Background: an optimization exercise with open tools, aiming at small area, a short achievable clock period and few clock cycles per item. Do not read the settings as production practice.
The RTL was checked by simulation tests, not by an equivalence proof against the original design.
Power figures rest on the tool's default switching activity, not on a simulated workload.

==> run M <==
## fc_layer_engine
module fc_layer_engine #(
    parameter int N_IN  = 64,
    parameter int N_OUT = 16,
    parameter int DW    = 10,
    parameter int WW    = 9,
    parameter int BW    = 11,
    parameter int ACCW  = 25,
    parameter int OW    = 16,
    parameter int SHIFT = 0
) (
    input  logic                       clk,
    input  logic                       rst_n,
    input  logic                       in_valid,
    input  logic [DW-1:0]              in_data,
    output logic                       in_ready,
    output logic [fc_pkg::idx_w(N_IN)-1:0] w_addr,
    input  logic [N_OUT*WW-1:0]        weight,
    input  logic [N_OUT*BW-1:0]        bias,
    output logic                       out_valid,
    input  logic                       out_ready,
    output logic [OW-1:0]              out_data,
    output logic [fc_pkg::idx_w(N_OUT)-1:0] out_idx,
    output logic                       layer_done
);
==> flow/config.mk <==
export PLATFORM = sky130hd
export DESIGN_NAME = fc_layer_engine
export DESIGN_NICKNAME = fc_layer_engine
export VERILOG_FILES = /design/flow/design.v
export SDC_FILE = /design/flow/constraint.sdc
export NUM_CORES = 4
export LEC_CHECK = 0
export CAP_MARGIN = 20
export CORE_MARGIN = 2
export CORE_UTILIZATION = 55
export SETUP_SLACK_MARGIN = 5.0
export SLEW_MARGIN = 20
==> flow/constraint.sdc <==
create_clock -name core_clock -period 8.5 [get_ports {clk}]
set_input_delay 1.7000 -clock core_clock [delete_from_list [all_inputs] [get_ports {clk}]]
set_output_delay 1.7000 -clock core_clock [all_outputs]
set_load 0.01 [all_outputs]
standard.sh (not shown) runs the stock make flow with config.mk's settings and CLKGATE_MAP_FILE= SYNTH_SCRIPT=/design/flow/synth_recipe.tcl, a recipe that flattens the netlist after the stock synthesis.
==> flow/flow/run.sh <==
#!/bin/bash
# Own layout flow, built on the standard flow (standard.sh):
#  1. the standard synthesis, unchanged (bash standard.sh synth);
#  2. flow/polarity.py re-wires the inverters around full-adder cells in the synthesized
#     netlist (a full adder fed complemented inputs gives complemented outputs), which removes
#     inverters; no flip-flop, port or other cell changes (the original netlist is kept as
#     1_2_yosys.std.v);
#  3. the standard ORFS layout steps (bash standard.sh finish) with the port buffers made of
#     plain buffers and a larger setup-repair margin, so that timing repair keeps working
#     towards a shorter clock period. The clock period and constraints are the design's.
# Each step writes its full output to a log file of its own in this folder.
set -euo pipefail
MARGIN=$(cat flow/margin.txt)
R=orfs/results/${FLOW_PLATFORM:-sky130hd}/fc_layer_engine/base
bash standard.sh synth > synth.log 2>&1
cp "$R/1_2_yosys.v" "$R/1_2_yosys.std.v"
python3 flow/polarity.py "$R/1_2_yosys.std.v" "$R/1_2_yosys.pol.v" > polarity.log 2>&1
mv "$R/1_2_yosys.pol.v" "$R/1_2_yosys.v"
rm -f "$R/1_synth.odb" "$R/1_synth.sdc"
bash standard.sh finish SETUP_SLACK_MARGIN="$MARGIN" \
    BUFFER_PORTS_ARGS="-buffer_cell sky130_fd_sc_hd__buf_1" > layout.log 2>&1
test -f out/final.def
Other scripts of this flow, unchanged in this note and not shown: flow/flow/margin.txt, flow/flow/polarity.py
==> inputs of run C, as changes to run M <==
--- a/flow/design.v
+++ b/flow/design.v
@@ -393,16 +393,18 @@
     logic [OUT_W-1:0]       r_rd_idx;    
     logic                   r_rd_last;   
     logic [N_OUT-1:0]       r_rd_oh;     
     logic                   r_out_valid;
     logic                   r_out_vint;  
     logic [OUT_W-1:0]       r_out_idx;
     logic                   r_out_last;  
     logic [OW-1:0]          r_out_data;
+    logic [OW-1:0]          r_out_q;     
+    logic [OW-1:0]          w_out_new;
     logic                   r_done;
     logic [RW-1:0]          r_obuf [N_OUT];
     logic [RW-1:0]          w_raw  [N_OUT];
     localparam int NG = 4;
     logic [ND-1:0]          g_one [NG];
     logic [ND-1:0]          g_two [NG];
     logic [ND-1:0]          g_neg [NG];
     logic [ND-1:0]          g_nsg [NG];
@@ -421,17 +423,17 @@
     logic [ND-1:0]          w_one, w_two, w_neg;
     logic [DW:0]            w_xe;
     logic [RW-1:0]          w_rd;
     logic                   w_sgn, w_ovf;
     assign in_ready   = r_in_ready;
     assign w_addr     = r_in_cnt;
     assign out_valid  = r_out_valid;
     assign out_idx    = r_out_idx;
-    assign out_data   = r_out_data;
+    assign out_data   = r_out_q;
     assign layer_done = r_done;
     assign w_in_fire  = in_valid && !r_in_stall;
     assign w_out_fire = r_out_vint && out_ready;
     assign w_capture  = r_fin && !r_ob_full;
     assign w_move     = r_ob_full && (!r_out_vint || out_ready);
     assign w_in_cnt_n  = w_in_fire ? r_in_cnt + IN_W'(1) : r_in_cnt;
     assign w_pend_n    = (w_in_fire && r_cnt_last) || (r_pend && !w_capture);
     assign w_ob_full_n = w_capture || (r_ob_full && !(w_move && r_rd_last));
@@ -567,14 +569,14 @@
     always_comb begin
         w_rd = '0;
         for (int i = 0; i < N_OUT; i++) begin
             w_rd = w_rd | (r_rd_oh[i] ? r_obuf[i] : '0);
         end
     end
     assign w_sgn = w_rd[OW-1] ? w_rd[OW+3] : w_rd[OW+2];
     assign w_ovf = w_rd[OW-1] ? w_rd[OW+1] : w_rd[OW];
+    assign w_out_new = {w_sgn, w_ovf ? {(OW-1){!w_sgn}} : w_rd[OW-2:0]};
     always_ff @(posedge clk) begin
-        if (w_move) begin
-            r_out_data <= {w_sgn, w_ovf ? {(OW-1){!w_sgn}} : w_rd[OW-2:0]};
-        end
+        r_out_data <= w_move ? w_out_new : r_out_q;
+        r_out_q    <= w_move ? w_out_new : r_out_data;
     end
 endmodule
--- a/flow/config.mk
+++ b/flow/config.mk
@@ -5,8 +5,9 @@
 export SDC_FILE = /design/flow/constraint.sdc
 export NUM_CORES = 4
 export LEC_CHECK = 0
 export CAP_MARGIN = 20
 export CORE_MARGIN = 2
 export CORE_UTILIZATION = 55
 export SETUP_SLACK_MARGIN = 5.0
 export SLEW_MARGIN = 20
+export TNS_END_PERCENT = 30
==> comparison table <==
|  | run M | run C |
|---|---|---|
| R2R Setup Slk | 5.43 ns | 5.28 ns |
| Largest net degree at the start of global routing | 168 | 164 |
| Launching instance or port of the critical path | r_out_data[0]$_DFFE_PP_ | g_lane[4].u_lane.r_b[0]$_DFF_P_ |
| Area occupied by registers | 34,110 um2 | 34,270 um2 |
| Fraction of the core area covered by cells at the end of the flow | 0.6261 | 0.6259 |
| Hold Path Sink | r_fin$_DFF_PN0_ | r_out_q[15]$_DFF_P_ |
| Multi-input logic area | 53,780 um2 | 54,080 um2 |
| Avg WL per Cell | 27.29 um | 27.72 um |
| Final clock skew | 0.03629 ns | 0.03109 ns |
| Result of the run | complete, no violations | complete, no violations |
| Number of global-route vias before repair | 63.58k | 64.23k |
| Syn-to-layout area delta | 13.42% | 13.25% |
| Quantity of gates resized following cts | 179 | 210 |
| Internal cell power | 24.73 mW | 24.73 mW |
| Final GP Congestion | 1.027 | 0.9785 |
| Power in the clock group | 7.84 mW | 7.88 mW |
| Layout Nets | 10.23k | 10.21k |
| Power in combinational cells | 22.7 mW | 22.5 mW |
| Final std cell area, no fill | 104,200 um2 | 104,300 um2 |
| Crit path DAT | 1.55 ns | 3.81 ns |
| Data required time of the critical path | 6.80 ns | 9.08 ns |
| Post-CTS setup buffers | 56 | 39 |
| Max_slew headroom | 0.1840 | 0.1642 |
| Post-placement worst setup slack | 4.384 ns | 4.491 ns |
Testbench counts of run M, summed over its fixed seeds: cycles 12,440, items 192.
Testbench counts of run C, summed over its fixed seeds: cycles 12,440, items 192.

==> 02-24: inputs <==
Another version of the RTL of fc_layer_engine (not shown whole).
==> flow/config.mk <==
export PLATFORM = sky130hd
export DESIGN_NAME = fc_layer_engine
export DESIGN_NICKNAME = fc_layer_engine
export VERILOG_FILES = /design/flow/design.v
export SDC_FILE = /design/flow/constraint.sdc
export NUM_CORES = 4
export LEC_CHECK = 0
export CAP_MARGIN = 20
export CORE_MARGIN = 2
export CORE_UTILIZATION = 55
export SETUP_SLACK_MARGIN = 0.4
export SLEW_MARGIN = 20
==> flow/constraint.sdc <==
create_clock -name core_clock -period 8.5 [get_ports {clk}]
set_input_delay 1.7000 -clock core_clock [delete_from_list [all_inputs] [get_ports {clk}]]
set_output_delay 1.7000 -clock core_clock [all_outputs]
set_load 0.01 [all_outputs]
run.sh (not shown) runs the stock make flow with config.mk's settings and CLKGATE_MAP_FILE= SYNTH_SCRIPT=/design/flow/synth_recipe.tcl, a recipe that flattens the netlist after the stock synthesis.
Stock flow here: none of the scripts above is used.
==> inputs of 06-19, as changes to 02-24 <==
--- a/flow/design.v
+++ b/flow/design.v
@@ -15,13 +15,13 @@
     input  logic [4:0]             two,
     input  logic [4:0]             neg,
     input  logic [4:0]             nsg,
     input  logic [4:0]             nz,
     input  logic [8:0]             weight,
     input  logic [10:0]            bias,
-    output logic [15:0]            res
+    output logic [17:0]            res
 );
     localparam logic [9:0] KC_HI = 10'd683;
     localparam logic [9:0] KC_HM = 10'd682;
     logic [24:0] r_a, r_b;
     logic [24:0] x, bg, k;
     logic [9:0] w1, w2;
@@ -334,13 +334,13 @@
     logic ovf0, ovf1, ovf, sgn, s15;
     assign ovf0 = !((&hi0) || !(|hi0));
     assign ovf1 = !((&hi1) || !(|hi1));
     assign ovf = c15 ? ovf1 : ovf0;
     assign sgn = c15 ? hi1[9] : hi0[9];
     assign s15 = c15 ? hi1[0] : hi0[0];
-    assign res = ovf ? {sgn, {15{!sgn}}} : {s15, lo_s};
+    assign res = {sgn, ovf, s15, lo_s};
 endmodule
 module fc_layer_engine #(
     parameter int N_IN  = 64,
     parameter int N_OUT = 16,
     parameter int DW    = 10,
     parameter int WW    = 9,
@@ -363,56 +363,66 @@
     output logic [fc_pkg::idx_w(N_OUT)-1:0] out_idx,
     output logic                       layer_done
 );
     localparam int IN_W  = fc_pkg::idx_w(N_IN);
     localparam int OUT_W = fc_pkg::idx_w(N_OUT);
     localparam int ND    = (DW + 1) / 2;       
+    localparam int RW    = OW + 2;             
     logic                   r_in_ready;
+    logic                   r_in_stall;  
     logic [IN_W-1:0]        r_in_cnt;
+    logic                   r_cnt_zero;  
+    logic                   r_cnt_last;  
     logic                   r_pend;      
     logic                   r_last;      
     logic                   r_fin;       
-    logic                   r_ob_valid;
-    logic [OUT_W-1:0]       r_ob_idx;
+    logic                   r_ob_full;   
+    logic [OUT_W-1:0]       r_rd_idx;    
+    logic                   r_rd_last;   
+    logic                   r_out_valid;
+    logic                   r_out_vint;  
+    logic [OUT_W-1:0]       r_out_idx;
+    logic                   r_out_last;  
+    logic [OW-1:0]          r_out_data;
     logic                   r_done;
+    logic [RW-1:0]          r_obuf [N_OUT];
+    logic [RW-1:0]          w_raw  [N_OUT];
     localparam int NG = 4;
     logic [ND-1:0]          g_one [NG];
     logic [ND-1:0]          g_two [NG];
     logic [ND-1:0]          g_neg [NG];
     logic [ND-1:0]          g_nsg [NG];
     logic [ND-1:0]          g_nz  [NG];
     logic                   g_first [NG];
     logic [N_OUT*WW-1:0]    r_w;
     logic                   w_first_n;
-    logic signed [OW-1:0]   w_res [N_OUT];
-    logic [OW-1:0]          r_obuf [1:N_OUT-1];
-    logic [OW-1:0]          r_out_data;
     logic                   w_in_fire;
-    logic                   w_cnt_last;
     logic                   w_out_fire;
-    logic                   w_out_last;
     logic                   w_capture;
+    logic                   w_move;
     logic [IN_W-1:0]        w_in_cnt_n;
     logic                   w_pend_n;
-    logic                   w_ob_valid_n;
+    logic                   w_ob_full_n;
+    logic                   w_in_ready_n;
     logic [ND-1:0]          w_one, w_two, w_neg;
     logic [DW:0]            w_xe;
+    logic [RW-1:0]          w_rd;
     assign in_ready   = r_in_ready;
     assign w_addr     = r_in_cnt;
-    assign out_valid  = r_ob_valid;
-    assign out_idx    = r_ob_idx;
+    assign out_valid  = r_out_valid;
+    assign out_idx    = r_out_idx;
     assign out_data   = r_out_data;
     assign layer_done = r_done;
-    assign w_in_fire  = in_valid && r_in_ready;
-    assign w_cnt_last = (r_in_cnt == IN_W'(N_IN - 1));
-    assign w_out_fire = r_ob_valid && out_ready;
-    assign w_out_last = (r_ob_idx == OUT_W'(N_OUT - 1));
-    assign w_capture  = r_fin && !r_ob_valid;
-    assign w_in_cnt_n   = w_in_fire ? ((w_cnt_last) ? '0 : r_in_cnt + IN_W'(1)) : r_in_cnt;
-    assign w_pend_n     = (w_in_fire && w_cnt_last) || (r_pend && !w_capture);
-    assign w_ob_valid_n = w_capture || (r_ob_valid && !(w_out_fire && w_out_last));
+    assign w_in_fire  = in_valid && !r_in_stall;
+    assign w_out_fire = r_out_vint && out_ready;
+    assign w_capture  = r_fin && !r_ob_full;
+    assign w_move     = r_ob_full && (!r_out_vint || out_ready);
+    assign w_in_cnt_n  = w_in_fire ? r_in_cnt + IN_W'(1) : r_in_cnt;
+    assign w_pend_n    = (w_in_fire && r_cnt_last) || (r_pend && !w_capture);
+    assign w_ob_full_n = w_capture || (r_ob_full && !(w_move && r_rd_last));
+    assign w_in_ready_n = !(w_in_fire ? r_cnt_last : r_cnt_zero) || !w_pend_n || !w_ob_full_n;
     assign w_xe = {in_data, 1'b0};
     genvar d;
     generate
         for (d = 0; d < ND; d++) begin : g_booth
             logic b2, b1, b0;
             assign b0 = w_xe[2*d];
@@ -422,36 +432,58 @@
             assign w_two[d] = (b2 & ~b1 & ~b0) | (~b2 & b1 & b0);
             assign w_neg[d] = b2 & ~(b1 & b0);
         end
     endgenerate
     always_ff @(posedge clk or negedge rst_n) begin
         if (!rst_n) begin
-            r_in_ready <= 1'b0;
-            r_in_cnt   <= '0;
-            r_pend     <= 1'b0;
-            r_last     <= 1'b0;
-            r_fin      <= 1'b0;
-            r_ob_valid <= 1'b0;
-            r_ob_idx   <= '0;
-            r_done     <= 1'b0;
+            r_in_ready  <= 1'b0;
+            r_in_stall  <= 1'b1;
+            r_in_cnt    <= '0;
+            r_cnt_zero  <= 1'b1;
+            r_cnt_last  <= 1'b0;
+            r_pend      <= 1'b0;
+            r_last      <= 1'b0;
+            r_fin       <= 1'b0;
+            r_ob_full   <= 1'b0;
+            r_rd_idx    <= '0;
+            r_rd_last   <= 1'b0;
+            r_out_valid <= 1'b0;
+            r_out_vint  <= 1'b0;
+            r_out_idx   <= '0;
+            r_out_last  <= 1'b0;
+            r_done      <= 1'b0;
         end else begin
-            r_in_cnt   <= w_in_cnt_n;
-            r_pend     <= w_pend_n;
-            r_in_ready <= (w_in_cnt_n != '0) || !w_pend_n || !w_ob_valid_n;
-            r_last     <= w_in_fire && w_cnt_last;
-            r_fin      <= r_last || (r_fin && !w_capture);
-            r_ob_valid <= w_ob_valid_n;
+            r_in_cnt    <= w_in_cnt_n;
+            r_cnt_zero  <= (w_in_cnt_n == '0);
+            r_cnt_last  <= (w_in_cnt_n == IN_W'(N_IN - 1));
+            r_pend      <= w_pend_n;
+            r_in_ready  <= w_in_ready_n;
+            r_in_stall  <= !w_in_ready_n;
+            r_last      <= w_in_fire && r_cnt_last;
+            r_fin       <= r_last || (r_fin && !w_capture);
+            r_ob_full   <= w_ob_full_n;
             if (w_capture) begin
-                r_ob_idx <= '0;
+                r_rd_idx  <= '0;
+                r_rd_last <= 1'b0;
+            end else if (w_move) begin
+                r_rd_idx  <= r_rd_idx + OUT_W'(1);
+                r_rd_last <= (r_rd_idx == OUT_W'(N_OUT - 2));
+            end
+            if (w_move) begin
+                r_out_valid <= 1'b1;
+                r_out_vint  <= 1'b1;
+                r_out_idx   <= r_rd_idx;
+                r_out_last  <= r_rd_last;
             end else if (w_out_fire) begin
-                r_ob_idx <= r_ob_idx + OUT_W'(1);
+                r_out_valid <= 1'b0;
+                r_out_vint  <= 1'b0;
             end
-            r_done     <= w_out_fire && w_out_last;
+            r_done      <= w_out_fire && r_out_last;
         end
     end
-    assign w_first_n = w_in_fire && (r_in_cnt == '0);
+    assign w_first_n = w_in_fire && r_cnt_zero;
     always_ff @(posedge clk) begin
         r_w <= weight;
     end
     genvar g;
     generate
         for (g = 0; g < NG; g++) begin : g_stage1
@@ -513,25 +545,24 @@
                 .two    (g_two[G]),
                 .neg    (g_neg[G]),
                 .nsg    (g_nsg[G]),
                 .nz     (g_nz[G]),
                 .weight (r_w[k*WW +: WW]),
                 .bias   (bias[k*BW +: BW]),
-                .res    (w_res[k])
+                .res    (w_raw[k])
             );
         end
     endgenerate
     always_ff @(posedge clk) begin
         if (w_capture) begin
-            for (int i = 1; i < N_OUT; i++) begin
-                r_obuf[i] <= w_res[i];
+            for (int i = 0; i < N_OUT; i++) begin
+                r_obuf[i] <= w_raw[i];
             end
         end
     end
+    assign w_rd = r_obuf[r_rd_idx];
     always_ff @(posedge clk) begin
-        if (w_capture) begin
-            r_out_data <= w_res[0];
-        end else if (w_out_fire && !w_out_last) begin
-            r_out_data <= r_obuf[r_ob_idx + OUT_W'(1)];
+        if (w_move) begin
+            r_out_data <= w_rd[OW] ? {w_rd[OW+1], {(OW-1){!w_rd[OW+1]}}} : w_rd[OW-1:0];
         end
     end
 endmodule
--- a/flow/config.mk
+++ b/flow/config.mk
@@ -5,8 +5,8 @@
 export SDC_FILE = /design/flow/constraint.sdc
 export NUM_CORES = 4
 export LEC_CHECK = 0
 export CAP_MARGIN = 20
 export CORE_MARGIN = 2
 export CORE_UTILIZATION = 55
-export SETUP_SLACK_MARGIN = 0.4
+export SETUP_SLACK_MARGIN = 5.0
 export SLEW_MARGIN = 20
==> summary.txt <==
In 06-19 the register-to-register slack is better than in 02-24, by 1300 ps.
In 02-24 the worst setup slack is worse than in 06-19, by 1300 ps.
Against 02-24, the clock skew of 06-19 is higher by 9.1 ps.
In 06-19 the global-route usage is higher than in 02-24, by 2.6 points.
Testbench counts of 02-24, summed over its fixed seeds: cycles 12,432, items 192.
Testbench counts of 06-19, summed over its fixed seeds: cycles 12,440, items 192.

port drivers added, routing unchanged:
Ports are ideal in the flow. The routed layouts listed here were re-timed in OpenROAD.
Step 1: set_driving_cell puts a clkbuf_16 on clk and a buf_2 on each other input, an assumption about the parent block.
Step 2 also shifts input and output timing later by t, the mid clock arrival at the registers, as if the neighbouring blocks saw the same clock.
a / b / c = ideal / step 1 / step 2; a / b = the first two.
run | t, ns | setup WS [ns] | latest minus earliest clock arrival (ns) | worst slew at a driven data input, ns | pins driven straight from the clock port
run M | 0.891 | 5.249 / 5.166 / 4.828 | 0.036 / 0.037 | 0.12 | 1
run C | 0.921 | 5.278 / 5.211 / 4.912 | 0.032 / 0.033 | 0.19 | 1
02-24 | 0.894 | 3.555 / 3.555 / 3.555 | 0.030 / 0.030 | 0.16 | 1
06-19 | 0.908 | 4.843 / 4.843 / 4.087 | 0.037 / 0.038 | 0.20 | 1
After both steps every run listed still meets setup and hold. For 06-19, which loses most, drivers alone change the setup slack by 0.000 ns; drivers and shift together by -0.756 ns.
